This design comes from an exercise in tuning for small area on the open sky130 flow, not from production work. In this exercise RTL edits were held to simulation tests only and were not proved equivalent to the original. Power and IR drop assume default switching activity.

==> flow/design.v <==
module execute_mc #(
  parameter int N      = 64,
  parameter int MUL_EN = 1
) (
  input  logic         clk,
  input  logic         reset,
  input  logic         valid_E,
  input  logic         flush_E,
  input  logic         AluSrc,
  input  logic [3:0]   AluControl,
  input  logic         MulOp,
  input  logic [N-1:0] PC_E,
  input  logic [N-1:0] signImm_E,
  input  logic [N-1:0] readData1_E,
  input  logic [N-1:0] readData2_E,
  output logic         stall_E,
  output logic [N-1:0] PCBranch_M,
  output logic [N-1:0] aluResult_M,
  output logic [N-1:0] writeData_M,
  output logic         zero_M,
  output logic         valid_M
);
  localparam int W = 8;             
  localparam int C = N / W;         
  logic [2:0]   pc_q;               
  logic [C-1:0] ph_q;               
  logic [4:0]   rnd_q;              
  logic         cq;                 
  logic         kq;                 
  logic         amsb_q;             
  logic [1:0]   pmsb_q;             
  logic         pcq;                
  logic [1:0]   imsb_q;             
  logic         ph0, last, done, mul, pres, sub, d0, d1;
  logic [4:0]   dig;
  logic [C-1:0] bsel;
  logic [W-1:0] a_c, b_c, imm_c, pc_c, alu_b, a2_c, x1, x2, y, s, k, res;
  logic [W:0]   sum, psum;
  function automatic logic [W-1:0] pick(input logic [N-1:0] v, input logic [C-1:0] sel);
    pick = '0;
    for (int i = 0; i < C; i++) pick = pick | (v[i*W +: W] & {W{sel[i]}});
  endfunction
  function automatic logic [W:0] cla(input logic [W-1:0] p, input logic [W-1:0] q,
                                     input logic ci);
    logic [W-1:0] g, t;
    logic [W:0]   c;
    g = p & q;
    t = p ^ q;
    c[0] = ci;
    for (int i = 0; i < W; i += 4) begin
      c[i+1] = g[i]   | (t[i]   & c[i]);
      c[i+2] = g[i+1] | (t[i+1] & g[i]) | (t[i+1] & t[i] & c[i]);
      c[i+3] = g[i+2] | (t[i+2] & g[i+1]) | (t[i+2] & t[i+1] & g[i])
             | (t[i+2] & t[i+1] & t[i] & c[i]);
      c[i+4] = g[i+3] | (t[i+3] & g[i+2]) | (t[i+3] & t[i+2] & g[i+1])
             | (t[i+3] & t[i+2] & t[i+1] & g[i]) | (t[i+3] & t[i+2] & t[i+1] & t[i] & c[i]);
    end
    cla = {c[W], t ^ c[W-1:0]};
  endfunction
  assign ph_q = 8'd1 << pc_q;
  assign ph0  = ph_q[0];
  assign last = ph_q[C-1];
  assign mul  = (MUL_EN != 0) & MulOp;
  assign pres = valid_E & ~flush_E;
  assign done = last & (~mul | (rnd_q == 5'd31));
  assign stall_E = ~done;
  assign dig   = ~rnd_q;            
  assign bsel  = mul ? (8'd1 << dig[4:2]) : ph_q;
  assign a_c   = pick(readData1_E, ph_q);
  assign b_c   = pick(readData2_E, bsel);
  assign imm_c = pick(signImm_E, ph_q);
  assign pc_c  = pick(PC_E, ph_q);
  assign d0    = b_c[{dig[1:0], 1'b0}];
  assign d1    = b_c[{dig[1:0], 1'b1}];
  always_comb begin
    sub   = ~mul & (AluControl == 4'b0110);
    alu_b = AluSrc ? imm_c : b_c;
    a2_c  = {a_c[W-2:0], ph0 ? 1'b0 : amsb_q};
    x1    = a_c & {W{~mul | d0}};
    x2    = a2_c & {W{mul & d1}};
    if (mul) y = (rnd_q == 5'd0) ? '0 : {aluResult_M[W-3:0], ph0 ? 2'b00 : pmsb_q};
    else     y = alu_b ^ {W{sub}};
    s     = x1 ^ x2 ^ y;
    k     = (x1 & x2) | (x1 & y) | (x2 & y);
    sum   = cla(s, {k[W-2:0], ph0 ? 1'b0 : kq}, ph0 ? sub : cq);
    if (mul) res = sum[W-1:0];
    else begin
      case (AluControl)
        4'b0000: res = a_c & alu_b;
        4'b0001: res = a_c | alu_b;
        4'b0010: res = sum[W-1:0];
        4'b0110: res = sum[W-1:0];
        4'b0111: res = alu_b;
        4'b1100: res = ~(a_c | alu_b);
        default: res = '0;
      endcase
    end
    psum = cla(pc_c, {imm_c[W-3:0], ph0 ? 2'b00 : imsb_q}, ph0 ? 1'b0 : pcq);
  end
  always_ff @(posedge clk) begin
    if (reset) begin
      pc_q    <= '0;
      rnd_q   <= '0;
      valid_M <= 1'b0;
    end else begin
      if (pres & ~done) begin
        pc_q  <= pc_q + 3'd1;
        rnd_q <= rnd_q + {4'd0, last};
      end else begin
        pc_q  <= '0;
        rnd_q <= '0;
      end
      valid_M <= pres & done;
    end
  end
  always_ff @(posedge clk) begin
    cq          <= sum[W];
    kq          <= k[W-1];
    amsb_q      <= a_c[W-1];
    pmsb_q      <= aluResult_M[W-1:W-2];
    pcq         <= psum[W];
    imsb_q      <= imm_c[W-1:W-2];
    aluResult_M <= {res, aluResult_M[N-1:W]};
    PCBranch_M  <= {psum[W-1:0], PCBranch_M[N-1:W]};
    writeData_M <= readData2_E;
  end
  assign zero_M = (aluResult_M == '0);
endmodule
==> flow/flow/run.sh <==
#!/bin/bash
# The standard layout (standard.sh) with two changes:
#  - synthesis maps the logic with an area-oriented ABC script (flow/abc_area.script, used
#    through ABC_AREA=1 on a copy of ORFS's scripts folder); registers are untouched;
#  - the port buffers are the smallest buffer cell, sky130_fd_sc_hd__buf_1;
#  - clock tree synthesis inserts no dummy loads (CTS_ARGS replaces its arguments).
set -euo pipefail
cd "$(dirname "$0")/.."
W=$PWD
rm -rf "$W/scripts_area"
cp -r "$FLOW_HOME/scripts" "$W/scripts_area"
cp "$W/flow/abc_area.script" "$W/scripts_area/abc_area.script"
export CTS_ARGS="-sink_clustering_enable -repair_clock_nets -sink_clustering_size 40 -sink_clustering_max_diameter 60 -buf_list sky130_fd_sc_hd__clkbuf_16 -dont_use_dummy_load"
export BUFFER_PORTS_ARGS="-buffer_cell sky130_fd_sc_hd__buf_1"
bash standard.sh SCRIPTS_DIR="$W/scripts_area" ABC_AREA=1 finish > standard_flow.log 2>&1
==> flow/flow/abc_area.script <==
strash
&get -n
&fraig -x
&put
scorr
dc2
dretime
strash
&get -n
&dch -f
&nf
&put
topo
stime -c
==> flow/standard.sh <==
#!/bin/bash
# synth_recipe.tcl (not shown) runs the flow's synth.tcl, then flattens the netlist and writes it again
# the make line also repeats each setting of config.mk as NAME=value (left out here)
make -C /OpenROAD-flow-scripts/flow DESIGN_CONFIG=/design/flow/config.mk WORK_HOME=/design/flow/orfs CLKGATE_MAP_FILE= SYNTH_SCRIPT=/design/flow/synth_recipe.tcl "${@:-finish}"
==> flow/config.mk <==
export PLATFORM = sky130hd
export DESIGN_NAME = execute_mc
export DESIGN_NICKNAME = execute_mc
export VERILOG_FILES = /design/flow/design.v
export SDC_FILE = /design/flow/constraint.sdc
export NUM_CORES = 4
export LEC_CHECK = 0
export CAP_MARGIN = 20
export CORE_AREA = 2 2 168 148
export DIE_AREA = 0 0 170 150
export SLEW_MARGIN = 20
==> flow/constraint.sdc <==
create_clock -name core_clock -period 7.0 [get_ports {clk}]
set_input_delay 1.4000 -clock core_clock [delete_from_list [all_inputs] [get_ports {clk}]]
set_output_delay 1.4000 -clock core_clock [all_outputs]
set_load 0.01 [all_outputs]
==> results of run 1 <==
-- layer usage --
metal,vias to the layer above,share of wire [%],global-route usage (%)
met4,4,2.4,6.67
met3,60,11,7.01
met1,3607,41,31.3
li1,3429,-,-
met5,-,0.21,1.58
met2,483,46,39.7
-- worst max path at each step --
| stage | from | to | slack [ns] | cells past startpoint |
|---|---|---|---|---|
| finish | MulOp | aluResult_M[63] | 1.12 | 20 |
| global route | MulOp | aluResult_M[63] | 0.76 | 20 |
| CTS | MulOp | aluResult_M[63] | 1.22 | 20 |
| detailed placement | MulOp | aluResult_M[63] | 0.75 | 20 |
| global placement | MulOp | aluResult_M[63] | 0.93 | 20 |
| floorplan | MulOp | aluResult_M[61] | 1.47 | 18 |
-- flip-flops by register name, summed over array words and instances, names as in the netlist --
signal and flops:
amsb_q 1, valid_M 1, kq 1, pmsb_q 2
rnd_q 5, aluResult_M 64, pcq 1, PCBranch_M 64
imsb_q 2, pc_q 3, writeData_M 64, cq 1
-- power by group through the flow --
stage	registers, µW	logic [µW]	clock network, µW
floorplan	1640	148	0
global placement	1570	550	0
detailed placement	1580	549	0
CTS	1550	551	783
global route	1570	605	827
finish	1540	551	763
-- placed cells by master, fill, tap and decap left out, types with 23 or more instances in the layout --
master and instances:
nor2_1 39, ha_1 24, buf_1 460, nand3_1 24, dfxtp_1 209, a222oi_1 62
clkinv_1 23, a22oi_1 33
-- worst max-delay path: cells and delay by family --
family                   cells  cell delay (ns)
AND/OR/NAND/NOR              6             1.03
AO/OA/AOI/OAI               10             2.54
adder cells (fa/ha/maj)      2             0.73
buffers and inverters        2             0.51
-- cell type report --
class | instances | area, µm²
repair buffers | 476 | 1850
well taps | 302 | 378
flip-flops and latches | 209 | 4180
inverters | 23 | 86.3
fillers | 2374 | 14100
multi-input cells | 392 | 2930
clock buffers | 15 | 375
-- per-stage QoR --
| stage | instances | cell area [µm²] |
|---|---|---|
| after floorplan | 624 | 7190 |
| after global placement | 1402 | 9430 |
| after detailed placement | 1402 | 9430 |
| after CTS | 1417 | 9800 |
| after global routing | 1417 | 9800 |
| final | 1417 | 9800 |
-- logic make-up (layout without fill, tap and decap cells) --
logic type / Yosys count / in the layout / share of synthesized area, %
flip-flops: 209 / 209 / 58.2
AND/OR/NAND/NOR: 172 / 172 / 12.6
XOR/XNOR: 10 / 10 / 1.22
adder cells (fa/ha/maj): 36 / 36 / 7.52
AO/OA/AOI/OAI: 173 / 173 / 19.1
buffers and inverters: 23 / 514 / 1.20
multiplexers: 1 / 1 / 0.157
==> summary.txt, run 1 <==
Place
  • Port buffer count: 460
  • Setup Slack @ Placement: 0.753 ns
  • Hpwl dp: 26600 µm
  • Gp weighted congestion: 0.954

Timing
  • Slew HR: 48.4%
  • Max Slew Vio Count: 0
  • Final Hold Fails: 0
  • Fmax: 170 MHz
  • Worst-Margin Slew: 0.774 ns
  • Crit path time final: 5.88 ns
  • Setup violations, final: 0
  • Sum Neg Setup Slack: 0 ns
  • Fin crit share: 84.0%
  • Worst clock skew: 0.0768 ns
  • Final WS setup: 1.12 ns
  • Hold_ws: 0.303 ns
  • RSZ-0062 raised after global routing: false

Critical path
  • Crit-path slowest cell: o2bb2ai_1
  • Critical path's largest stage delay: 0.65 ns
  • Worst reg2reg endpoint: aluResult_M[63]
  • Crit-path cells: buf_1 > nand2_1 > o2bb2ai_1 > a222oi_1 > and3_1 > nand3_1 > nand3_1 > a211oi_1 > buf_4 > and3_1 > fa_1 > ha_1 > a31o_1 > a21oi_1 > o21bai_1 > a21oi_1 > o21ai_0 > and2_0 > o21a_1 > o32ai_1
  • R2R cell count: 23
  • Crit path capture type: flop
  • Critical Path RT: 7.34 ns
  • R2R Path Start: pc_q[0]
  • Setup crit start kind: input pin
  • WS Path Type: in2reg
  • Reg2reg setup slack: 1.53 ns
  • Data arrival, critical path: 6.22 ns
  • CP max FO: 8

Drt
  • First-pass iteration count of the detailed router: 9
  • Vias per cell: 5.35
  • Via count: 7583
  • 1st-iter DRT viols: 805
  • Routed Antenna Nets: 0
  • Routed WL per cell: 22.9 µm
  • WL final: 32400 µm
  • Remaining DRCs: 0

Synthesis
  • Post-synth top flop: dfxtp_1
  • Most common cell in the netlist: dfxtp_1
  • Synth cell types: 42
  • Syn_area_per_cell: 11.5 µm²
  • Number of flops mapped to enable cells by yosys: 0
  • Sequential share of the synthesized area: 58.2%
  • Synth top cells by count: 209 x dfxtp_1, 62 x a222oi_1, 39 x nor2_1
  • Yosys warning total: 1
  • Fraction of registers with async set/reset: 0%
  • Biggest area consumer among synthesized cells: dfxtp_1
  • Synth area leaders: dfxtp_1 58%, a222oi_1 8.6%, ha_1 4.2%
  • Post-Syn Instances: 624
  • Top cell type's share of synthesized area: 58.2%
  • Synth Cell Area: 7190 µm²
  • Post-Syn Nets: 926
  • Register bit total from synthesis: 209

Floorplan
  • Die X-Extent: 170 µm
  • Die Height: 150 µm
  • Die area: 25500 µm²
  • # IOs: 461
  • Core Box Area: 23900 µm²
  • Initial Util: 30.1%
  • Std cell rows: 53

Clocking
  • Deepest clock path buffer count: 3
  • H-tree depth: 1
  • Setup bufs post-CTS: 0
  • CTS resizes: 0
  • # clock sinks: 209
  • Clk latency of the worst-skew pair: 0.51 ns
  • Post-cts hold buffer count: 0
  • CTS clk-pin slew, worst paths: 0.12 ns
  • CTS Root Cell: clkbuf_16
  • Cts bufs inserted: 15
  • CTS tree: yes

Pwr
  • Int Pwr: 1990 µW
  • Power, Total: 2860 µW
  • Switching Fraction: 30.6%
  • Worst IR Drop VDD: 154 µV
  • Seq pwr share: 54.0%
  • P_sw: 874 µW
  • Clock power frac: 26.7%
  • PD cells: 292 nW/µm²
  • Cell leakage power: 0.00361 µW
  • Comb pwr share: 19.3%

Worst hold path
  • Worst hold endpoint: aluResult_M[55]
  • Hold Crit Depth: 0
  • Worst min-delay path class: reg2reg
  • Worst Min Path Start: aluResult_M[63]

Global routing
  • Total gr overflow: 0
  • Vias in the first global route: 7166
  • Pin count of the biggest net entering global routing: 39
  • First-pass GRT wire length: 45100 µm
  • GRT Overall Usage: 24.3%
  • Initial antenna violation count: 1

Run status
  • Status: finished clean

Layout
  • Layout Utilization: 41.1%
  • Ant. Diodes: 0
  • Synth-to-Final Area Change: 36.3%
  • Share of cells above drive strength 1: 3.05%
  • Nets: 1419

Job
  • Max_cap viols: 0
==> run 2: changes to the inputs <==
--- a/flow/flow/run.sh
+++ b/flow/flow/run.sh
@@ -1,3 +1,3 @@
 #!/bin/bash
-# The standard layout (standard.sh) with two changes:
+# The standard layout (standard.sh) with these changes:
 #  - synthesis maps the logic with an area-oriented ABC script (flow/abc_area.script, used
==> summary.txt, run 2 <==
Clocking
  • Setup bufs post-CTS: 0 (unchanged)
  • # clock sinks: 209 (unchanged)
  • CTS Root Cell: clkbuf_16
  • Post-cts hold buffer count: 0 (unchanged)
  • H-tree depth: 1 (unchanged)
  • Clk latency of the worst-skew pair: 0.51 ns (about the same)
  • CTS resizes: 0 (unchanged)
  • CTS clk-pin slew, worst paths: 0.12 ns (about the same)
  • Cts bufs inserted: 15 (unchanged)
  • CTS tree: yes
  • Deepest clock path buffer count: 3 (unchanged)

Place
  • Port buffer count: 460 (unchanged)
  • Setup Slack @ Placement: 0.753 ns (unchanged)
  • Placed insts: 1402 (unchanged)
  • Gp weighted congestion: 0.954 (unchanged)
  • Hpwl dp: 26600 µm (unchanged)

Pwr
  • Int Pwr: 1990 µW (unchanged)
  • Cell leakage power: 0.00361 µW (unchanged)
  • Worst IR Drop VDD: 154 µV (unchanged)
  • P_sw: 874 µW (unchanged)
  • Seq pwr share: 54.0% (about the same)
  • Clock power frac: 26.7% (about the same)
  • Comb pwr share: 19.3% (about the same)
  • PD cells: 292 nW/µm² (unchanged)
  • Power, Total: 2860 µW (unchanged)
  • Switching Fraction: 30.6% (unchanged)

Synthesis
  • Synth top cells by count: 209 x dfxtp_1, 62 x a222oi_1, 39 x nor2_1
  • Biggest area consumer among synthesized cells: dfxtp_1
  • Number of flops mapped to enable cells by yosys: 0 (unchanged)
  • Syn_area_per_cell: 11.5 µm² (unchanged)
  • Top cell type's share of synthesized area: 58.2% (unchanged)
  • Sequential share of the synthesized area: 58.2% (unchanged)
  • Synth area leaders: dfxtp_1 58%, a222oi_1 8.6%, ha_1 4.2%
  • Most common cell in the netlist: dfxtp_1
  • Post-synth top flop: dfxtp_1
  • Synth Cell Area: 7190 µm² (unchanged)
  • Post-Syn Instances: 624 (unchanged)
  • Yosys warning total: 1 (unchanged)
  • Synth cell types: 42 (unchanged)
  • Register bit total from synthesis: 209 (unchanged)
  • Fraction of registers with async set/reset: 0% (unchanged)
  • Post-Syn Nets: 926 (unchanged)

Layout
  • Fin cells: 1417 (unchanged)
  • Share of cells above drive strength 1: 3.05% (unchanged)
  • Biggest regs: PCBranch_M: 64 flops, aluResult_M: 64 flops, writeData_M: 64 flops
  • Filler cells: 2374 (unchanged)
  • Most frequent cells in the layout: 460 x buf_1, 209 x dfxtp_1, 62 x a222oi_1
  • Nets: 1419 (unchanged)
  • Ant. Diodes: 0 (unchanged)
  • Synth-to-Final Area Change: 36.3% (unchanged)
  • Most common cell after layout, fill and taps aside: buf_1

Drt
  • WL final: 32400 µm (unchanged)
  • First-pass iteration count of the detailed router: 9 (unchanged)
  • Routed WL per cell: 22.9 µm (unchanged)
  • Routed Antenna Nets: 0 (unchanged)
  • 1st-iter DRT viols: 805 (unchanged)
  • Vias per cell: 5.35 (unchanged)
  • Remaining DRCs: 0 (unchanged)
  • Via count: 7583 (unchanged)

Floorplan
  • Die Height: 150 µm (unchanged)
  • Core Box Area: 23900 µm² (unchanged)
  • Initial Util: 30.1% (unchanged)
  • Die X-Extent: 170 µm (unchanged)
  • Die area: 25500 µm² (unchanged)
  • Std cell rows: 53 (unchanged)
  • # IOs: 461 (unchanged)

Timing
  • Final Hold Fails: 0 (unchanged)
  • Slew HR: 48.4% (unchanged)
  • Worst clock skew: 0.0768 ns (unchanged)
  • Crit path time final: 5.88 ns (unchanged)
  • Fmax: 170 MHz (unchanged)
  • Worst-Margin Slew: 0.774 ns (unchanged)
  • Fin crit share: 84.0% (unchanged)
  • Final WS setup: 1.12 ns (unchanged)
  • RSZ-0062 raised after global routing: false
  • Setup violations, final: 0 (unchanged)
  • Max Slew Vio Count: 0 (unchanged)
  • Sum Neg Setup Slack: 0 ns (unchanged)

Critical path
  • Crit-path slowest cell: o2bb2ai_1
  • CP top delay family: compound AO/OA/AOI/OAI gates
  • Reg2reg setup slack: 1.53 ns (about the same)
  • Critical Path Source: MulOp
  • Crit path capture type: flop
  • Data arrival, critical path: 6.22 ns (about the same)
  • Critical Path RT: 7.34 ns (about the same)
  • Critical path's largest stage delay: 0.65 ns (about the same)
  • CP max FO: 8 (unchanged)
  • Worst path depth: 20 (unchanged)
  • WS Path Type: in2reg
  • CP endpoint: aluResult_M[63]
  • R2R cell count: 23 (unchanged)
  • Worst reg2reg endpoint: aluResult_M[63]
  • Setup crit start kind: input pin
  • Crit-path cells: buf_1 > nand2_1 > o2bb2ai_1 > a222oi_1 > and3_1 > nand3_1 > nand3_1 > a211oi_1 > buf_4 > and3_1 > fa_1 > ha_1 > a31o_1 > a21oi_1 > o21bai_1 > a21oi_1 > o21ai_0 > and2_0 > o21a_1 > o32ai_1
  • Worst path bufs/invs: 2 (unchanged)
  • R2R Path Start: pc_q[0]

Worst hold path
  • Hold Crit Depth: 0 (unchanged)
  • Worst min-delay path class: reg2reg

Global routing
  • Initial antenna violation count: 1 (unchanged)
  • GRT Overall Usage: 24.3% (unchanged)
  • Vias in the first global route: 7166 (unchanged)
  • Total gr overflow: 0 (unchanged)
  • First-pass GRT wire length: 45100 µm (unchanged)
  • Pin count of the biggest net entering global routing: 39 (unchanged)

Run status
  • Status: finished clean

Job
  • Max_cap viols: 0 (unchanged)
-- run 2: cell counts after synthesis --
Identical to the previous run, type by type.
-- run 2: kinds of logic (layout without fill, tap and decap cells) --
logic type	after synthesis	after routing	synth area share, %
compound gates	173	173	19.1
xor+xnor	10	10	1.22
fa+ha+maj	36	36	7.52
buf+inv	23	514	1.20
flops	209	209	58.2
mux	1	1	0.157
simple gates	172	172	12.6
-- run 2: cell type report --
class / count / area, µm² / area share, %
clock buffers: 15 / 375 / 3.83
inverters: 23 / 86.3 / 0.881
multi-input cells: 392 / 2930 / 29.9
flip-flops and latches: 209 / 4180 / 42.7
well taps: 302 / 378 / 3.85
repair buffers: 476 / 1850 / 18.8
-- run 2: worst min-delay path by stage --
stage,start,end,slack [ns]
4_1_cts,aluResult_M[63],aluResult_M[55],0.31
2_1_floorplan,PCBranch_M[8],PCBranch_M[0],0.38
5_1_grt,aluResult_M[63],aluResult_M[55],0.31
6_report,aluResult_M[63],aluResult_M[55],0.30
3_3_place_gp,PCBranch_M[40],PCBranch_M[32],0.33
3_5_place_dp,PCBranch_M[18],PCBranch_M[10],0.33
-- run 2: worst register-to-register path: cells and delay by family, from the launching register on --
family                   cells  cell delay (ns)
AO/OA/AOI/OAI               10             1.86
adder cells (fa/ha/maj)      4             1.40
buffers and inverters        4             0.86
AND/OR/NAND/NOR              5             0.82
flip-flops                   1             0.40
-- run 2: power groups by stage --
stage	Clock (µW)	Sequential [µW]	Combinational (µW)
floorplan	0	1640	148
global placement	0	1570	550
detailed placement	0	1580	549
CTS	783	1550	551
global route	827	1570	605
finish	763	1540	551
-- run 2: per-stage QoR --
| stage | utilization, % | area, µm² | hold WS, ns |
|---|---|---|---|
| after detailed placement | 39.5 | 9430 | 0.335 |
| after global placement | 39.5 | 9430 | 0.334 |
| after global routing | 41.1 | 9800 | 0.308 |
| after floorplan | - | 7190 | 0.382 |
| final | 41.1 | 9800 | 0.303 |
| after CTS | 41.1 | 9800 | 0.314 |
-- run 2: metal layers --
| metal | track usage, % | routed length (µm) |
|---|---|---|
| met1 | 31.3 | 13400 |
| met2 | 39.7 | 14800 |
| met3 | 7.01 | 3410 |
| met4 | 6.67 | 776 |
| met5 | 1.58 | 67 |
==> run 3: changes to the inputs <==
--- a/flow/flow/run.sh
+++ b/flow/flow/run.sh
@@ -12,3 +12,3 @@
 cp "$W/flow/abc_area.script" "$W/scripts_area/abc_area.script"
-export CTS_ARGS="-sink_clustering_enable -repair_clock_nets -sink_clustering_size 40 -sink_clustering_max_diameter 60 -buf_list sky130_fd_sc_hd__clkbuf_16 -dont_use_dummy_load"
+export CTS_ARGS="-sink_clustering_enable -repair_clock_nets -buf_list sky130_fd_sc_hd__clkbuf_4 -dont_use_dummy_load"
 export BUFFER_PORTS_ARGS="-buffer_cell sky130_fd_sc_hd__buf_1"
==> summary.txt, run 3 <==
Run status
  • Status: finished clean

Critical path
  • Data arrival, critical path: 6.22 ns (about the same)
  • CP max FO: 8 (unchanged)
  • Critical Path RT: 7.49 ns (+0.15 ns)
  • R2R Path Start: pc_q[2]
  • WS Path Type: in2reg
  • Worst reg2reg endpoint: aluResult_M[63]
  • R2R cell count: 22 (-4.3%)
  • Setup crit start kind: input pin
  • Crit path capture type: flop
  • Reg2reg setup slack: 1.50 ns (-0.03 ns)

Synthesis
  • Most common cell in the netlist: dfxtp_1
  • Synth cell types: 42 (unchanged)
  • Sequential share of the synthesized area: 58.2% (unchanged)
  • Post-synth top flop: dfxtp_1
  • Synth top cells by count: 209 x dfxtp_1, 62 x a222oi_1, 39 x nor2_1
  • Top cell type's share of synthesized area: 58.2% (unchanged)
  • Biggest area consumer among synthesized cells: dfxtp_1
  • Post-Syn Instances: 624 (unchanged)
  • Yosys warning total: 1 (unchanged)
  • Register bit total from synthesis: 209 (unchanged)
  • Syn_area_per_cell: 11.5 µm² (unchanged)
  • Fraction of registers with async set/reset: 0% (unchanged)
  • Synth area leaders: dfxtp_1 58%, a222oi_1 8.6%, ha_1 4.2%
  • Synth Cell Area: 7190 µm² (unchanged)
  • Number of flops mapped to enable cells by yosys: 0 (unchanged)
  • Post-Syn Nets: 926 (unchanged)

Timing
  • Slew HR: 47.8% (-0.63 points)
  • Sum Neg Setup Slack: 0 ns (unchanged)
  • Fin crit share: 81.9% (-2.1 points)
  • Crit path time final: 5.73 ns (-0.150 ns)
  • RSZ-0062 raised after global routing: false
  • Fmax: 175 MHz (+2.6%)
  • Max Slew Vio Count: 0 (unchanged)
  • Worst clock skew: 0.0738 ns (-0.00295 ns)
  • Setup violations, final: 0 (unchanged)
  • Worst-Margin Slew: 0.783 ns (+0.00940 ns)
  • Final Hold Fails: 0 (unchanged)

Layout
  • Filler cells: 2405 (+1.3%)
  • Nets: 1456 (+2.6%)
  • Share of cells above drive strength 1: 6.16% (+3.1 points)
  • Synth-to-Final Area Change: 36.6%
  • Final Cell Area: 9820 µm² (+0.18%)
  • Multi-input logic area: 2930 µm² (unchanged)
  • Biggest regs: PCBranch_M: 64 flops, aluResult_M: 64 flops, writeData_M: 64 flops
  • Register area: 4180 µm² (unchanged)
  • Most frequent cells in the layout: 460 x buf_1, 209 x dfxtp_1, 62 x a222oi_1
  • Most common cell after layout, fill and taps aside: buf_1

Pwr
  • Clock power frac: 26.5% (-0.2 points)
  • Switching Fraction: 31.9% (+1.3 points)
  • Seq pwr share: 54.2% (+0.2 points)
  • Cell leakage power: 0.00367 µW (+1.5%)
  • P_sw: 909 µW (+4.0%)
  • Comb pwr share: 19.3% (about the same)
  • Int Pwr: 1940 µW (-2.1%)
  • PD cells: 290 nW/µm² (-0.43%)
  • Worst IR Drop VDD: 79.9 µV (-48%)

Global routing
  • Total gr overflow: 0 (unchanged)
  • First-pass GRT wire length: 45900 µm (+1.7%)
  • Met3 usage: 8.36% (+1.3 points)
  • GRT Overall Usage: 24.8% (+0.49 points)
  • Routing usage on met2: 40.4% (+0.71 points)
  • Busiest grt layer: met2
  • Pin count of the biggest net entering global routing: 25 (-36%)
  • Initial antenna violation count: 2 (+1)
  • Met1 Use GR: 31.3% (+0.054 points)
  • Vias in the first global route: 7482 (+4.4%)

Floorplan
  • Die X-Extent: 170 µm (unchanged)
  • Die Height: 150 µm (unchanged)
  • Core Box Area: 23900 µm² (unchanged)
  • # IOs: 461 (unchanged)
  • Die area: 25500 µm² (unchanged)
  • Std cell rows: 53 (unchanged)
  • Initial Util: 30.1% (unchanged)

Drt
  • WL final: 32900 µm (+1.3%)
  • First-pass iteration count of the detailed router: 9 (unchanged)
  • 1st-iter DRT viols: 987 (+23%)
  • Remaining DRCs: 0 (unchanged)
  • Via count: 7786 (+2.7%)
  • Routed WL per cell: 22.6 µm (-1.3%)
  • Vias per cell: 5.35 (about the same)
  • Routed Antenna Nets: 0 (unchanged)

Clocking
  • H-tree depth: 2 (+1)
  • Post-cts hold buffer count: 0 (unchanged)
  • Clk latency of the worst-skew pair: 0.64 ns (+0.13 ns)
  • Cts bufs inserted: 52 (+37)
  • CTS resizes: 0 (unchanged)
  • CTS tree: yes
  • CTS Root Cell: clkbuf_4
  • Deepest clock path buffer count: 3 (unchanged)
  • CTS clk-pin slew, worst paths: 0.07 ns (-0.05 ns)
  • Setup bufs post-CTS: 0 (unchanged)
  • # clock sinks: 209 (unchanged)

Worst hold path
  • Worst min-delay path class: reg2reg
  • Worst hold endpoint: aluResult_M[11]
  • Worst Min Path Start: aluResult_M[19]
  • Hold Crit Depth: 0 (unchanged)

Place
  • Placement Cell Area: 9430 µm² (unchanged)
  • Hpwl dp: 26600 µm (unchanged)
  • Gp weighted congestion: 0.954 (unchanged)
  • Port buffer count: 460 (unchanged)

Job
  • Max_cap viols: 0 (unchanged)
run 3: cell counts after synthesis:
No cell type changed its count.
run 3: critical path: stages:
cell and delay (ns):
buf_1 0.31, nand2_1 0.21, o2bb2ai_1 0.63, a222oi_1 0.25, and3_1 0.25, nand3_1 0.08
nand3_1 0.08, a211oi_1 0.22, buf_4 0.19, and3_1 0.19, fa_1 0.45, ha_1 0.28
a31o_1 0.17, a21oi_1 0.26, o21bai_1 0.14, a21oi_1 0.27, o21ai_0 0.16, and2_0 0.22
o21a_1 0.19, o32ai_1 0.25
run 3: area by class of cell:
type | instances | share of cell area (%)
sequential | 209 | 42.6
multi-input combinational | 392 | 29.9
clock buffer | 52 | 3.97
inverter | 23 | 0.879
antenna | 1 | 0.0255
timing repair buffer | 476 | 18.8
tap | 302 | 3.85
run 3: worst max-delay path by stage:
stage	from	endpoint	slack [ns]
global route	MulOp	aluResult_M[63]	0.93
finish	MulOp	aluResult_M[63]	1.27
floorplan	MulOp	aluResult_M[61]	1.47
detailed placement	MulOp	aluResult_M[63]	0.75
global placement	MulOp	aluResult_M[63]	0.93
CTS	MulOp	aluResult_M[63]	1.40
run 3: cells by family (layout without fill, tap and decap cells):
logic type,count (synthesis),after routing,synth area share [%]
other cells,0,1,0
mux,1,1,0.157
buf+inv,23,551,1.20
xor+xnor,10,10,1.22
flops,209,209,58.2
compound gates,173,173,19.1
simple gates,172,172,12.6
fa+ha+maj,36,36,7.52
run 3: metal layers:
metal	vias to the layer above	part of all wire (%)
li1	3515	-
met1	3668	41
met2	547	46
met3	56	11
met4	0	2.1
met5	-	0
run 3: power by group through the flow:
| stage | Sequential [µW] | Combinational [µW] | Clock [µW] |
|---|---|---|---|
| after CTS | 1550 | 551 | 782 |
| after floorplan | 1640 | 148 | 0 |
| after global routing | 1570 | 606 | 839 |
| after global placement | 1570 | 550 | 0 |
| after detailed placement | 1580 | 549 | 0 |
| final | 1550 | 551 | 755 |
run 3: per-stage QoR:
stage                     util [%]  std cells  hold slack, ns  worst slack [ns]  total power [µW]
after global placement        39.5       1402           0.334             0.935              2120
after CTS                     41.1       1454           0.305              1.40              2880
after detailed placement      39.5       1402           0.335             0.753              2120
final                         41.1       1455           0.318              1.27              2850
after global routing          41.1       1455           0.299             0.933              3010
after floorplan                  -        624           0.382              1.47              1780
==> run 4: changes to the inputs <==
--- a/flow/flow/run.sh
+++ b/flow/flow/run.sh
@@ -12,3 +12,3 @@
 cp "$W/flow/abc_area.script" "$W/scripts_area/abc_area.script"
-export CTS_ARGS="-sink_clustering_enable -repair_clock_nets -buf_list sky130_fd_sc_hd__clkbuf_4 -dont_use_dummy_load"
+export CTS_ARGS="-sink_clustering_enable -repair_clock_nets -sink_clustering_size 20 -sink_clustering_max_diameter 40 -buf_list sky130_fd_sc_hd__clkbuf_8 -dont_use_dummy_load"
 export BUFFER_PORTS_ARGS="-buffer_cell sky130_fd_sc_hd__buf_1"
==> summary.txt, run 4 <==
Layout
  • Share of cells above drive strength 1: 4.00% (-2.2 points)
  • Final Cell Area: 9790 µm² (-0.36%)
  • Most common cell after layout, fill and taps aside: buf_1
  • Nets: 1430 (-1.8%)
  • Ant. Diodes: 0 (-1)
  • Multi-input logic area: 2930 µm² (unchanged)
  • Synth-to-Final Area Change: 36.1%
  • Filler cells: 2391 (-0.58%)
  • Most frequent cells in the layout: 460 x buf_1, 209 x dfxtp_1, 62 x a222oi_1
  • Register area: 4180 µm² (unchanged)
  • Biggest regs: PCBranch_M: 64 flops, aluResult_M: 64 flops, writeData_M: 64 flops

Timing
  • RSZ-0062 raised after global routing: false
  • Worst clock skew: 0.0625 ns (-0.0113 ns)
  • Slew HR: 46.8% (-1.0 points)
  • Fmax: 173 MHz (-0.63%)
  • Setup violations, final: 0 (unchanged)
  • Max Slew Vio Count: 0 (unchanged)
  • Hold_ws: 0.309 ns (-0.00905 ns)
  • Fin crit share: 82.4% (+0.51 points)
  • Final Hold Fails: 0 (unchanged)
  • Worst-Margin Slew: 0.798 ns (+0.0154 ns)
  • Sum Neg Setup Slack: 0 ns (unchanged)
  • Crit path time final: 5.77 ns (+0.0360 ns)

Pwr
  • Seq pwr share: 54.9% (+0.7 points)
  • Clock power frac: 25.5% (-1.0 points)
  • P_sw: 880 µW (-3.2%)
  • PD cells: 287 nW/µm² (-1.0%)
  • Cell leakage power: 0.00361 µW (-1.4%)
  • Comb pwr share: 19.6% (+0.3 points)
  • Switching Fraction: 31.3% (-0.58 points)
  • Worst IR Drop VDD: 95.1 µV (+19%)
  • Int Pwr: 1930 µW (-0.56%)

Synthesis
  • Fraction of registers with async set/reset: 0% (unchanged)
  • Post-synthesis simple-gate area fraction: 12.6% (unchanged)
  • Most common cell in the netlist: dfxtp_1
  • Largest family of logic cells by synthesized area: compound AO/OA/AOI/OAI gates
  • Synth area leaders: dfxtp_1 58%, a222oi_1 8.6%, ha_1 4.2%
  • Biggest area consumer among synthesized cells: dfxtp_1
  • Post-Syn Instances: 624 (unchanged)
  • Post-synthesis mux area share: 0.157% (unchanged)
  • Post-Syn Nets: 926 (unchanged)
  • Syn_area_per_cell: 11.5 µm² (unchanged)
  • Synth top cells by count: 209 x dfxtp_1, 62 x a222oi_1, 39 x nor2_1
  • Number of flops mapped to enable cells by yosys: 0 (unchanged)
  • Sequential share of the synthesized area: 58.2% (unchanged)
  • Register bit total from synthesis: 209 (unchanged)
  • Post-Synth Adder-Cell Area: 7.52% (unchanged)
  • Synth Cell Area: 7190 µm² (unchanged)
  • Yosys warning total: 1 (unchanged)
  • Synth Area in XOR/XNOR: 1.22% (unchanged)
  • Synth cell types: 42 (unchanged)
  • Top cell type's share of synthesized area: 58.2% (unchanged)
  • Synth Area in Compound Gates: 19.1% (unchanged)
  • Post-synth top flop: dfxtp_1

Floorplan
  • Std cell rows: 53 (unchanged)
  • Die area: 25500 µm² (unchanged)
  • Die X-Extent: 170 µm (unchanged)
  • Die Height: 150 µm (unchanged)
  • # IOs: 461 (unchanged)
  • Initial Util: 30.1% (unchanged)
  • Core Box Area: 23900 µm² (unchanged)

Drt
  • WL final: 32600 µm (-0.81%)
  • Routed Antenna Nets: 0 (unchanged)
  • 1st-iter DRT viols: 854 (-13%)
  • Met2 WL: 14700 µm (-2.2%)
  • Vias per cell: 5.34 (-0.22%)
  • Top Metal Used: met5
  • Routed wl met3: 3870 µm (+3.2%)
  • First-pass iteration count of the detailed router: 11 (+2)
  • Via count: 7625 (-2.1%)
  • Routed WL per cell: 22.8 µm (+1.1%)
  • Remaining DRCs: 0 (unchanged)
  • Wire length on met1: 13000 µm (-2.9%)

Clocking
  • CTS clk-pin slew, worst paths: 0.07 ns (about the same)
  • Cts bufs inserted: 26 (-50%)
  • Deepest clock path buffer count: 3 (unchanged)
  • Setup bufs post-CTS: 0 (unchanged)
  • Clk latency of the worst-skew pair: 0.56 ns (-0.08 ns)
  • CTS Root Cell: clkbuf_8
  • H-tree depth: 1 (-1)
  • # clock sinks: 209 (unchanged)
  • CTS tree: yes
  • Post-cts hold buffer count: 0 (unchanged)
  • CTS resizes: 0 (unchanged)

Critical path
  • Worst path depth: 20 (unchanged)
  • Setup crit start kind: input pin
  • Crit-path cells: buf_1 > nand2_1 > o2bb2ai_1 > a222oi_1 > and3_1 > nand3b_1 > nand3_1 > a211oi_1 > buf_4 > and3_1 > fa_1 > ha_1 > a31o_1 > a21oi_1 > o21bai_1 > a21oi_1 > o21ai_0 > and2_0 > o21a_1 > o32ai_1
  • Critical path's largest stage delay: 0.62 ns (about the same)
  • CP max FO: 8 (unchanged)
  • Crit-path slowest cell: o2bb2ai_1
  • R2R cell count: 23 (+4.5%)
  • WS Path Type: in2reg
  • Crit path capture type: flop
  • Data arrival, critical path: 6.18 ns (-0.04 ns)
  • Worst path bufs/invs: 2 (unchanged)
  • CP top delay family: compound AO/OA/AOI/OAI gates
  • Critical Path RT: 7.42 ns (-0.07 ns)

Place
  • Placement Cell Area: 9430 µm² (unchanged)
  • Gp weighted congestion: 0.954 (unchanged)
  • Hpwl dp: 26600 µm (unchanged)
  • Port buffer count: 460 (unchanged)

Run status
  • Status: finished clean

Job
  • Max_cap viols: 0 (unchanged)

Global routing
  • Total gr overflow: 0 (unchanged)
  • GRT Overall Usage: 24.3% (-0.47 points)
  • Pin count of the biggest net entering global routing: 25 (unchanged)
  • Initial antenna violation count: 1 (-1)
  • Vias in the first global route: 7286 (-2.6%)
  • First-pass GRT wire length: 45200 µm (-1.5%)

Worst hold path
  • Worst min-delay path class: reg2reg
  • Hold Crit Depth: 0 (unchanged)
[run 4: changes by cell type in the layout (fill, tap and decap cells not counted), sizes merged]
cell | before | now
diode | 1 | 0
clkbuf | 52 | 26
[run 4: per-layer routing]
metal | GRT usage [%] | vias to the layer above
met5 | 1.58 | -
met4 | 7.18 | 4
met3 | 7.48 | 78
met2 | 39.4 | 525
met1 | 31.0 | 3567
li1 | - | 3451
[run 4: cell families after synthesis]
group                    Yosys count
flip-flops                       209
AO/OA/AOI/OAI                    173
AND/OR/NAND/NOR                  172
adder cells (fa/ha/maj)           36
buffers and inverters             23
XOR/XNOR                          10
multiplexers                       1
[run 4: worst paths after layout]
path / from / endpoint / slack, ns
min: PCBranch_M[15] / PCBranch_M[7] / 0.31
max reg2reg: pc_q[0] / aluResult_M[63] / 1.54
max: MulOp / aluResult_M[63] / 1.23
min reg2reg: PCBranch_M[15] / PCBranch_M[7] / 0.31
[run 4: power by group through the flow]
stage               Clock [µW]  Combinational [µW]  Sequential [µW]
finish                     717                 550             1540
global route               782                 606             1570
CTS                        737                 551             1550
detailed placement           0                 549             1580
global placement             0                 550             1570
floorplan                    0                 148             1640
[run 4: metrics by stage]
step / total power (µW) / setup slack, ns / util (%) / instances
finish: 2810 / 1.23 / 41.0 / 1428
detailed placement: 2120 / 0.753 / 39.5 / 1402
global route: 2960 / 0.836 / 41.0 / 1428
CTS: 2840 / 1.31 / 41.0 / 1428
global placement: 2120 / 0.935 / 39.5 / 1402
floorplan: 1780 / 1.47 / - / 624
[run 4: final cells by class]
class / instances / area share [%]
clock buffer: 26 / 3.66
inverter: 23 / 0.882
multi-input combinational: 392 / 30.0
sequential: 209 / 42.8
tap: 302 / 3.86
timing repair buffer: 476 / 18.9
[run 4: worst reg2reg max path, delay by kind of cell, from the launching register on]
kind                     cells  cell delay [ns]
buffers and inverters        4             0.88
AO/OA/AOI/OAI               10             1.87
AND/OR/NAND/NOR              5             0.83
flip-flops                   1             0.39
adder cells (fa/ha/maj)      4             1.41
==> run 5: changes to the inputs <==
--- a/flow/flow/run.sh
+++ b/flow/flow/run.sh
@@ -12,3 +12,3 @@
 cp "$W/flow/abc_area.script" "$W/scripts_area/abc_area.script"
-export CTS_ARGS="-sink_clustering_enable -repair_clock_nets -sink_clustering_size 20 -sink_clustering_max_diameter 40 -buf_list sky130_fd_sc_hd__clkbuf_8 -dont_use_dummy_load"
+export CTS_ARGS="-sink_clustering_enable -repair_clock_nets -sink_clustering_size 10 -sink_clustering_max_diameter 30 -buf_list sky130_fd_sc_hd__clkbuf_4 -dont_use_dummy_load"
 export BUFFER_PORTS_ARGS="-buffer_cell sky130_fd_sc_hd__buf_1"
==> summary.txt, run 5 <==
Global routing
  • GRT Overall Usage: 24.6% (+0.28 points)
  • Met3 usage: 7.80% (+0.32 points)
  • Met1 Use GR: 31.1% (+0.10 points)
  • Initial antenna violation count: 2 (+1)
  • First-pass GRT wire length: 45600 µm (+0.85%)
  • Pin count of the biggest net entering global routing: 25 (unchanged)
  • Busiest grt layer: met2
  • Total gr overflow: 0 (unchanged)
  • Routing usage on met2: 40.0% (+0.53 points)
  • Vias in the first global route: 7415 (+1.8%)

Drt
  • Routed Antenna Nets: 0 (unchanged)
  • First-pass iteration count of the detailed router: 6 (-5)
  • Routed WL per cell: 22.6 µm (-1.0%)
  • Via count: 7680 (+0.72%)
  • WL final: 32700 µm (+0.23%)
  • 1st-iter DRT viols: 940 (+10%)
  • Remaining DRCs: 0 (unchanged)
  • Vias per cell: 5.31 (-0.53%)

Layout
  • Fin cells: 1446 (+1.3%)
  • Most common cell after layout, fill and taps aside: buf_1
  • Nets: 1445 (+1.0%)
  • Most frequent cells in the layout: 460 x buf_1, 209 x dfxtp_1, 62 x a222oi_1
  • Biggest regs: PCBranch_M: 64 flops, aluResult_M: 64 flops, writeData_M: 64 flops
  • Share of cells above drive strength 1: 5.26% (+1.3 points)
  • Synth-to-Final Area Change: 35.5%

Run status
  • Status: finished clean

Floorplan
  • Die X-Extent: 170 µm (unchanged)
  • Die Height: 150 µm (unchanged)
  • # IOs: 461 (unchanged)
  • Initial Util: 30.1% (unchanged)
  • Std cell rows: 53 (unchanged)
  • Die area: 25500 µm² (unchanged)
  • Core Box Area: 23900 µm² (unchanged)

Synthesis
  • Syn_area_per_cell: 11.5 µm² (unchanged)
  • Synth area leaders: dfxtp_1 58%, a222oi_1 8.6%, ha_1 4.2%
  • Synth top cells by count: 209 x dfxtp_1, 62 x a222oi_1, 39 x nor2_1
  • Register bit total from synthesis: 209 (unchanged)
  • Post-Syn Instances: 624 (unchanged)
  • Fraction of registers with async set/reset: 0% (unchanged)
  • Top cell type's share of synthesized area: 58.2% (unchanged)
  • Post-synth top flop: dfxtp_1
  • Biggest area consumer among synthesized cells: dfxtp_1
  • Post-Syn Nets: 926 (unchanged)
  • Number of flops mapped to enable cells by yosys: 0 (unchanged)
  • Yosys warning total: 1 (unchanged)
  • Sequential share of the synthesized area: 58.2% (unchanged)
  • Synth Cell Area: 7190 µm² (unchanged)
  • Most common cell in the netlist: dfxtp_1
  • Synth cell types: 42 (unchanged)

Critical path
  • WS Path Type: in2reg
  • Crit-path slowest cell: o2bb2ai_1
  • Worst path depth: 20 (unchanged)
  • Worst path bufs/invs: 2 (unchanged)
  • Critical Path RT: 7.47 ns (+0.05 ns)
  • CP top delay family: compound AO/OA/AOI/OAI gates
  • Setup crit start kind: input pin
  • Critical Path Source: MulOp
  • Crit path capture type: flop
  • Data arrival, critical path: 6.23 ns (+0.05 ns)
  • CP max FO: 8 (unchanged)
  • Crit-path cells: buf_1 > nand2_1 > o2bb2ai_1 > a222oi_1 > and3_1 > nand3_1 > nand3_1 > a211oi_1 > buf_4 > and3_1 > fa_1 > ha_1 > a31o_1 > a21oi_1 > o21bai_1 > a21oi_1 > o21ai_0 > and2_0 > o21a_1 > o32ai_1
  • Critical path's largest stage delay: 0.63 ns (about the same)
  • R2R Path Start: pc_q[0]
  • R2R cell count: 23 (unchanged)

Timing
  • RSZ-0062 raised after global routing: false
  • Sum Neg Setup Slack: 0 ns (unchanged)
  • Slew HR: 46.1% (-0.71 points)
  • Fmax: 174 MHz (+0.18%)
  • Final Hold Fails: 0 (unchanged)
  • Max Slew Vio Count: 0 (unchanged)
  • Fin crit share: 82.2% (-0.14 points)
  • Crit path time final: 5.76 ns (-0.0101 ns)
  • Setup violations, final: 0 (unchanged)
  • Worst-Margin Slew: 0.809 ns (+0.0107 ns)
  • Worst clock skew: 0.0864 ns (+0.0239 ns)

Place
  • Hpwl dp: 26600 µm (unchanged)
  • Gp weighted congestion: 0.954 (unchanged)
  • Port buffer count: 460 (unchanged)
  • Placed insts: 1402 (unchanged)

Worst hold path
  • Worst Min Path Start: PCBranch_M[62]
  • Hold Crit Depth: 0 (unchanged)
  • Worst min-delay path class: reg2reg

Pwr
  • Worst IR Drop VDD: 94.5 µV (-0.61%)
  • Clock power frac: 23.9% (-1.6 points)
  • Seq pwr share: 56.1% (+1.2 points)
  • Switching Fraction: 31.9% (+0.65 points)
  • P_sw: 878 µW (-0.14%)
  • Comb pwr share: 20.0% (+0.4 points)
  • Power, Total: 2750 µW (-2.2%)
  • Cell leakage power: 0.00362 µW (about the same)
  • PD cells: 282 nW/µm² (-1.8%)
  • Int Pwr: 1870 µW (-3.1%)

Clocking
  • CTS resizes: 0 (unchanged)
  • H-tree depth: 2 (+1)
  • CTS clk-pin slew, worst paths: 0.10 ns (+0.03 ns)
  • Post-cts hold buffer count: 0 (unchanged)
  • CTS Root Cell: clkbuf_4
  • # clock sinks: 209 (unchanged)
  • Clk latency of the worst-skew pair: 0.62 ns (+0.06 ns)
  • Cts bufs inserted: 41 (+58%)
  • Setup bufs post-CTS: 0 (unchanged)
  • Deepest clock path buffer count: 3 (unchanged)
  • CTS tree: yes

Job
  • Max_cap viols: 0 (unchanged)
## run 5: cell counts after synthesis
Identical to the previous run, type by type.
## run 5: stage by stage
stage	hold WS [ns]	utilization [%]	setup slack, ns	cell area, µm²
2_1_floorplan	0.382	-	1.47	7190
3_3_place_gp	0.334	39.5	0.935	9430
3_5_place_dp	0.335	39.5	0.753	9430
4_1_cts	0.294	40.8	1.39	9740
5_1_grt	0.290	40.8	0.902	9740
6_report	0.293	40.8	1.24	9740
## run 5: per-layer routing
metal | share of wire [%] | vias up
met1 | 41 | 3633
met5 | 0 | -
met2 | 45 | 496
li1 | - | 3490
met4 | 2.3 | 0
met3 | 11 | 61
## run 5: final cells by class
type	instances	area [µm²]
Fill cell	2408	14100
Sequential cell	209	4180
Multi-Input combinational cell	392	2930
Antenna cell	3	7.51
Tap cell	302	378
Clock buffer	41	308
Inverter	23	86.3
Timing Repair Buffer	476	1850
## run 5: cells by family after synthesis
logic type / share of synthesized area [%]
AOI/OAI and AO/OA: 19.1
muxes: 0.157
DFF: 58.2
and+or+nand+nor: 12.6
adders and majority gates: 7.52
xor gates and xnor gates: 1.22
buffers and inverters: 1.20
## run 5: path summary, 6_finish.rpt
path	to	slack (ns)
max	aluResult_M[63]	1.24
min	PCBranch_M[54]	0.29
max reg2reg	aluResult_M[63]	1.47
min reg2reg	PCBranch_M[54]	0.29
## run 5: power by group through the flow
| stage | logic [µW] | registers, µW | clock network [µW] |
|---|---|---|---|
| after global routing | 606 | 1570 | 726 |
| after floorplan | 148 | 1640 | 0 |
| after detailed placement | 549 | 1580 | 0 |
| final | 551 | 1540 | 656 |
| after CTS | 551 | 1550 | 680 |
| after global placement | 550 | 1570 | 0 |
==> run 6: changes to the inputs <==
--- a/flow/config.mk
+++ b/flow/config.mk
@@ -10,2 +10,3 @@
 export DIE_AREA = 0 0 170 150
+export GPL_TIMING_DRIVEN = 0
 export SLEW_MARGIN = 20
==> summary.txt, run 6 <==
Run status
  • Status: finished clean

Layout
  • Most common cell after layout, fill and taps aside: buf_1
  • Biggest regs: PCBranch_M: 64 flops, aluResult_M: 64 flops, writeData_M: 64 flops
  • Synth-to-Final Area Change: 36.8%
  • Nets: 1434 (-0.76%)
  • Share of cells above drive strength 1: 5.58% (+0.32 points)
  • Layout Utilization: 41.2% (+0.41 points)
  • Fin cells: 1435 (-0.76%)
  • Final Cell Area: 9840 µm² (+1.0%)
  • Most frequent cells in the layout: 459 x buf_1, 209 x dfxtp_1, 62 x a222oi_1

Critical path
  • Worst reg2reg endpoint: aluResult_M[63]
  • Critical Path RT: 7.46 ns (about the same)
  • R2R Path Start: pc_q[0]
  • Setup crit start kind: input pin
  • Critical Path Source: MulOp
  • CP endpoint: aluResult_M[63]
  • Data arrival, critical path: 6.76 ns (+0.53 ns)
  • R2R cell count: 20 (-13%)
  • Crit path capture type: flop
  • CP max FO: 18 (+10)
  • WS Path Type: in2reg
  • Reg2reg setup slack: 0.89 ns (-0.58 ns)

Synthesis
  • Post-Syn Instances: 624 (unchanged)
  • Most common cell in the netlist: dfxtp_1
  • Top cell type's share of synthesized area: 58.2% (unchanged)
  • Sequential share of the synthesized area: 58.2% (unchanged)
  • Post-Syn Nets: 926 (unchanged)
  • Synth area leaders: dfxtp_1 58%, a222oi_1 8.6%, ha_1 4.2%
  • Post-synth top flop: dfxtp_1
  • Syn_area_per_cell: 11.5 µm² (unchanged)
  • Register bit total from synthesis: 209 (unchanged)
  • Synth Cell Area: 7190 µm² (unchanged)
  • Biggest area consumer among synthesized cells: dfxtp_1
  • Yosys warning total: 1 (unchanged)
  • Fraction of registers with async set/reset: 0% (unchanged)
  • Synth top cells by count: 209 x dfxtp_1, 62 x a222oi_1, 39 x nor2_1
  • Number of flops mapped to enable cells by yosys: 0 (unchanged)
  • Synth cell types: 42 (unchanged)

Timing
  • Slew HR: 35.3% (-11 points)
  • Final Hold Fails: 0 (unchanged)
  • Setup violations, final: 0 (unchanged)
  • Fmax: 159 MHz (-8.5%)
  • Worst-Margin Slew: 0.961 ns (+0.152 ns)
  • Crit path time final: 6.29 ns (+0.537 ns)
  • Worst clock skew: 0.0689 ns (-0.0176 ns)
  • RSZ-0062 raised after global routing: false
  • Max Slew Vio Count: 0 (unchanged)
  • Fin crit share: 89.9% (+7.7 points)

Floorplan
  • Die Height: 150 µm (unchanged)
  • Die X-Extent: 170 µm (unchanged)
  • Core Box Area: 23900 µm² (unchanged)
  • # IOs: 461 (unchanged)
  • Initial Util: 30.1% (unchanged)
  • Die area: 25500 µm² (unchanged)
  • Std cell rows: 53 (unchanged)

Global routing
  • Initial antenna violation count: 3 (+1)
  • First-pass GRT wire length: 44600 µm (-2.2%)
  • Pin count of the biggest net entering global routing: 26 (+4.0%)
  • Total gr overflow: 0 (unchanged)
  • Vias in the first global route: 7211 (-2.8%)
  • GRT Overall Usage: 24.1% (-0.52 points)

Pwr
  • Worst IR Drop VDD: 81.0 µV (-14%)
  • PD cells: 277 nW/µm² (-1.7%)
  • Cell leakage power: 0.00362 µW (about the same)

Clocking
  • H-tree depth: 2 (unchanged)
  • Clk latency of the worst-skew pair: 0.61 ns (about the same)
  • Deepest clock path buffer count: 3 (unchanged)
  • # clock sinks: 209 (unchanged)
  • Cts bufs inserted: 40 (-2.4%)
  • CTS Root Cell: clkbuf_4
  • Post-cts hold buffer count: 0 (unchanged)
  • CTS tree: yes
  • CTS clk-pin slew, worst paths: 0.09 ns (about the same)

Drt
  • First-pass iteration count of the detailed router: 8 (+2)
  • Via count: 7587 (-1.2%)
  • Routed Antenna Nets: 0 (unchanged)
  • Remaining DRCs: 0 (unchanged)
  • 1st-iter DRT viols: 736 (-22%)
  • Vias per cell: 5.29 (-0.45%)
  • Routed WL per cell: 22.4 µm (-1.0%)
  • WL final: 32100 µm (-1.8%)

Place
  • Placed insts: 1392 (-0.71%)
  • Placement Cell Area: 9500 µm² (+0.76%)
  • Port buffer count: 460 (unchanged)
  • Hpwl dp: 25900 µm (-2.6%)
  • Gp weighted congestion: 0.947 (-0.75%)

Job
  • Max_cap viols: 0 (unchanged)

Worst hold path
  • Worst min-delay path class: reg2reg
## run 6: cell count changes in the layout (fill, tap and decap cells not counted), moves of 2 or more
cell,delta
and2_1,-3
and2_2,+3
buf_16,+5
buf_4,-16
ha_1,-2
ha_2,+2
nor2b_2,-2
nor2b_4,+2
o2bb2ai_1,-2
o2bb2ai_2,+2
o32ai_1,-2
o32ai_2,+2
## run 6: metal layers
metal	part of all wire (%)	wire length, µm	GRT usage [%]	vias to the layer above
met5	0.044	14	0	-
met4	3.1	982	8.80	2
met3	10	3240	6.72	74
met2	46	14700	39.3	519
met1	41	13100	30.4	3521
li1	-	-	-	3471
## run 6: timing repair
| action | in CTS | in global routing |
|---|---|---|
| setup endpoints to repair | 3 | 5 |
| gates resized for setup | 2 | 6 |
| endpoints found under the hold margin | 0 | 0 |
| setup buffers | 0 | 0 |
## run 6: cell type report
class                           count  area (µm²)
Antenna cell                        3        7.51
Clock buffer                       40         300
Multi-Input combinational cell    392        3000
Timing Repair Buffer              466        1890
Tap cell                          302         378
Fill cell                        2443       14000
Inverter                           23        90.1
Sequential cell                   209        4180
## run 6: power breakdown
| part | internal, µW | switching, µW |
|---|---|---|
| combinational | 198 | 354 |
| sequential | 1410 | 130 |
| clock | 262 | 380 |
## run 6: worst min path at each step
stage / start / end / slack [ns] / cells past startpoint
2_1_floorplan: PCBranch_M[8] / PCBranch_M[0] / 0.38 / 0
3_3_place_gp: PCBranch_M[35] / PCBranch_M[27] / 0.33 / 0
3_5_place_dp: PCBranch_M[40] / PCBranch_M[32] / 0.34 / 0
4_1_cts: aluResult_M[8] / aluResult_M[0] / 0.31 / 0
5_1_grt: PCBranch_M[41] / PCBranch_M[33] / 0.31 / 0
6_report: PCBranch_M[41] / PCBranch_M[33] / 0.31 / 0
## run 6: per-stage QoR
step           setup WS, ns  total power (µW)  hold WS (ns)  TNS (ns)
2_1_floorplan          1.47              1780         0.382         0
3_3_place_gp         -0.812              2110         0.333     -3.58
3_5_place_dp         -0.694              2120         0.336     -3.03
4_1_cts               0.197              2770         0.312         0
5_1_grt               0.392              2890         0.314         0
6_report              0.707              2730         0.311         0
## run 6: critical path: stages
cell and delay, ns:
clkbuf_2 0.39, nand2b_1 0.22, o2bb2ai_1 0.73, a222oi_1 0.26, and3_1 0.27, nand3b_1 0.10
nand3_1 0.10, a211oi_2 0.53, and3_1 0.26, fa_1 0.45, ha_1 0.29, a31o_1 0.18
a21oi_1 0.22, o21bai_1 0.13, a21oi_1 0.30, o21ai_0 0.21, and2_0 0.23, o21a_1 0.19
o32ai_1 0.28
## run 6: logic make-up (layout without fill, tap and decap cells)
group	Yosys count	count (layout)	share of synthesized area [%]
AOI/OAI and AO/OA	173	173	19.1
xor gates and xnor gates	10	10	1.22
DFF	209	209	58.2
buffers and inverters	23	529	1.20
muxes	1	1	0.157
other	0	3	0
adders and majority gates	36	36	7.52
and+or+nand+nor	172	172	12.6
==> run 7: changes to the inputs <==
--- a/flow/config.mk
+++ b/flow/config.mk
@@ -7,6 +7,5 @@
 export LEC_CHECK = 0
-export CAP_MARGIN = 20
+export CAP_MARGIN = 5
 export CORE_AREA = 2 2 168 148
 export DIE_AREA = 0 0 170 150
-export GPL_TIMING_DRIVEN = 0
-export SLEW_MARGIN = 20
+export SLEW_MARGIN = 5
==> summary.txt, run 7 <==
Layout
  • Multi-input logic area: 2930 µm² (-2.1%)
  • Nets: 1445 (+0.77%)
  • Share of cells above drive strength 1: 5.26% (-0.32 points)
  • Register area: 4180 µm² (unchanged)
  • Fin cells: 1446 (+0.77%)
  • Most common cell after layout, fill and taps aside: buf_1
  • Most frequent cells in the layout: 460 x buf_1, 209 x dfxtp_1, 62 x a222oi_1
  • Filler cells: 2408 (-1.4%)
  • Synth-to-Final Area Change: 35.5%
  • Final Cell Area: 9740 µm² (-0.99%)
  • Biggest regs: PCBranch_M: 64 flops, aluResult_M: 64 flops, writeData_M: 64 flops

Drt
  • Routed Antenna Nets: 0 (unchanged)
  • Remaining DRCs: 0 (unchanged)
  • First-pass iteration count of the detailed router: 6 (-2)
  • WL final: 32700 µm (+1.8%)
  • 1st-iter DRT viols: 940 (+28%)
  • Vias per cell: 5.31 (+0.46%)
  • Routed WL per cell: 22.6 µm (+1.1%)
  • Via count: 7680 (+1.2%)

Synthesis
  • Sequential share of the synthesized area: 58.2% (unchanged)
  • Post-Syn Nets: 926 (unchanged)
  • Fraction of registers with async set/reset: 0% (unchanged)
  • Register bit total from synthesis: 209 (unchanged)
  • Post-synth top flop: dfxtp_1
  • Post-Syn Instances: 624 (unchanged)
  • Synth top cells by count: 209 x dfxtp_1, 62 x a222oi_1, 39 x nor2_1
  • Number of flops mapped to enable cells by yosys: 0 (unchanged)
  • Syn_area_per_cell: 11.5 µm² (unchanged)
  • Synth cell types: 42 (unchanged)
  • Yosys warning total: 1 (unchanged)
  • Most common cell in the netlist: dfxtp_1
  • Synth Cell Area: 7190 µm² (unchanged)
  • Top cell type's share of synthesized area: 58.2% (unchanged)
  • Synth area leaders: dfxtp_1 58%, a222oi_1 8.6%, ha_1 4.2%
  • Biggest area consumer among synthesized cells: dfxtp_1

Worst hold path
  • Worst hold endpoint: PCBranch_M[54]
  • Worst min-delay path class: reg2reg
  • Worst Min Path Start: PCBranch_M[62]
  • Hold Crit Depth: 0 (unchanged)

Clocking
  • Cts bufs inserted: 41 (+2.5%)
  • CTS resizes: 0 (-2)
  • Post-cts hold buffer count: 0 (unchanged)
  • H-tree depth: 2 (unchanged)
  • CTS clk-pin slew, worst paths: 0.10 ns (about the same)
  • CTS tree: yes
  • CTS Root Cell: clkbuf_4
  • Clk latency of the worst-skew pair: 0.62 ns (about the same)
  • Deepest clock path buffer count: 3 (unchanged)
  • # clock sinks: 209 (unchanged)
  • Setup bufs post-CTS: 0 (unchanged)

Timing
  • Setup violations, final: 0 (unchanged)
  • Slew HR: 46.1% (+11 points)
  • Worst-Margin Slew: 0.809 ns (-0.152 ns)
  • Crit path time final: 5.76 ns (-0.537 ns)
  • Hold_ws: 0.293 ns (-0.0180 ns)
  • Fmax: 174 MHz (+9.3%)
  • Worst clock skew: 0.0864 ns (+0.0176 ns)
  • RSZ-0062 raised after global routing: false
  • Final Hold Fails: 0 (unchanged)
  • Sum Neg Setup Slack: 0 ns (unchanged)
  • Max Slew Vio Count: 0 (unchanged)
  • Fin crit share: 82.2% (-7.7 points)

Critical path
  • R2R Path Start: pc_q[0]
  • Setup crit start kind: input pin
  • Crit-path slowest cell: o2bb2ai_1
  • Crit-path cells: buf_1 > nand2_1 > o2bb2ai_1 > a222oi_1 > and3_1 > nand3_1 > nand3_1 > a211oi_1 > buf_4 > and3_1 > fa_1 > ha_1 > a31o_1 > a21oi_1 > o21bai_1 > a21oi_1 > o21ai_0 > and2_0 > o21a_1 > o32ai_1
  • Crit path capture type: flop
  • CP max FO: 8 (-10)
  • WS Path Type: in2reg
  • R2R cell count: 23 (+15%)
  • Reg2reg setup slack: 1.47 ns (+0.58 ns)
  • Critical Path RT: 7.47 ns (about the same)
  • Data arrival, critical path: 6.23 ns (-0.53 ns)
  • Critical path's largest stage delay: 0.63 ns (-0.10 ns)
  • Worst reg2reg endpoint: aluResult_M[63]

Floorplan
  • Std cell rows: 53 (unchanged)
  • Die area: 25500 µm² (unchanged)
  • Initial Util: 30.1% (unchanged)
  • Die Height: 150 µm (unchanged)
  • # IOs: 461 (unchanged)
  • Core Box Area: 23900 µm² (unchanged)
  • Die X-Extent: 170 µm (unchanged)

Global routing
  • First-pass GRT wire length: 45600 µm (+2.3%)
  • GRT Overall Usage: 24.6% (+0.52 points)
  • Pin count of the biggest net entering global routing: 25 (-3.8%)
  • Vias in the first global route: 7415 (+2.8%)
  • Total gr overflow: 0 (unchanged)
  • Initial antenna violation count: 2 (-1)

Pwr
  • PD cells: 282 nW/µm² (+1.7%)
  • Worst IR Drop VDD: 94.5 µV (+17%)
  • Cell leakage power: 0.00362 µW (about the same)

Place
  • Port buffer count: 460 (unchanged)
  • Placed insts: 1402 (+0.72%)
  • Placement Cell Area: 9430 µm² (-0.75%)
  • Hpwl dp: 26600 µm (+2.7%)
  • Gp weighted congestion: 0.954 (+0.76%)

Job
  • Max_cap viols: 0 (unchanged)

Run status
  • Status: finished clean
run 7: changes by cell type in the layout (fill, tap and decap cells not counted), sizes merged:
cell,delta
buf,+11
clkinv,+1
clkinvlp,-1
run 7: cell type report:
| type | instances | share of cell area, % |
|---|---|---|
| clock buffers | 41 | 3.16 |
| inverters | 23 | 0.886 |
| well taps | 302 | 3.88 |
| diodes | 3 | 0.0770 |
| multi-input cells | 392 | 30.1 |
| repair buffers | 476 | 19.0 |
| flip-flops and latches | 209 | 42.9 |
run 7: cell families (layout without fill, tap and decap cells):
logic type               count (synthesis)  in the layout  share of synthesized area [%]
adder cells (fa/ha/maj)                 36             36                           7.52
XOR/XNOR                                10             10                           1.22
AO/OA/AOI/OAI                          173            173                           19.1
flip-flops                             209            209                           58.2
buffers and inverters                   23            540                           1.20
other                                    0              3                              0
multiplexers                             1              1                          0.157
AND/OR/NAND/NOR                        172            172                           12.6
run 7: report_power, final:
group,internal [µW],switching (µW),total [µW],leakage [µW]
Sequential,1410,135,1540,0.00176
Combinational,197,354,551,0.00167
Clock,267,390,656,0.000189
Total,1870,878,2750,0.00362
run 7: per-stage QoR:
stage | util, % | total power [µW] | setup slack, ns
after floorplan | - | 1780 | 1.47
after global placement | 39.5 | 2120 | 0.935
after detailed placement | 39.5 | 2120 | 0.753
after CTS | 40.8 | 2780 | 1.39
after global routing | 40.8 | 2900 | 0.902
final | 40.8 | 2750 | 1.24
run 7: worst max-delay path by stage:
stage | start | end | depth (start not counted)
after floorplan | MulOp | aluResult_M[61] | 18
after global placement | MulOp | aluResult_M[63] | 20
after detailed placement | MulOp | aluResult_M[63] | 20
after CTS | MulOp | aluResult_M[63] | 20
after global routing | MulOp | aluResult_M[63] | 20
final | MulOp | aluResult_M[63] | 20
run 7: metal layers:
layer	GRT usage (%)	part of all wire, %
met5	0	0
met1	31.1	41
met2	40.0	45
met3	7.80	11
met4	7.74	2.3
run 7: critical path: cells and delay by family:
kind            cells  cell delay (ns)
fa+ha+maj           2             0.73
compound gates     10             2.54
simple gates        6             1.03
buf+inv             2             0.51

[static timing again, ports no longer ideal]
The flow's constraints put no driver on any port. The routed layouts listed below were extracted and timed again, unchanged, in two steps.
Step 1 (the two cells are an assumption about what drives the block):
set clk [get_ports {clk}]
set_driving_cell -lib_cell sky130_fd_sc_hd__clkbuf_16 $clk
set_driving_cell -lib_cell sky130_fd_sc_hd__buf_2 [delete_from_list [all_inputs] $clk]
Step 2 adds t to the input delays and takes it off the output delays; t is the mean of the earliest and latest rising clock arrival at the registers after step 1. Input paths then give back, and output paths get back, about the clock's delay inside the block.
Slacks: no drivers / after step 1 / after step 2; pairs: no drivers / after step 1.
run	shift t [ns]	setup WS [ns]	clock arrival spread, ns	worst data-port slew with drivers (ns)
run 1	0.516	1.120 / 1.094 / 0.578	0.077 / 0.077	0.07
run 2	0.516	1.120 / 1.094 / 0.578	0.077 / 0.077	0.07
run 3	0.643	1.270 / 1.240 / 0.597	0.078 / 0.078	0.07
run 4	0.564	1.234 / 1.202 / 0.638	0.067 / 0.068	0.07
run 5	0.627	1.244 / 1.215 / 0.588	0.101 / 0.101	0.07
run 6	0.623	0.707 / 0.715 / 0.092	0.078 / 0.079	0.13
run 7	0.627	1.244 / 1.215 / 0.588	0.101 / 0.101	0.07
After both steps setup and hold are still met in every run listed. For run 3, which loses most, drivers alone change the setup slack by -0.030 ns; drivers and shift together by -0.673 ns.
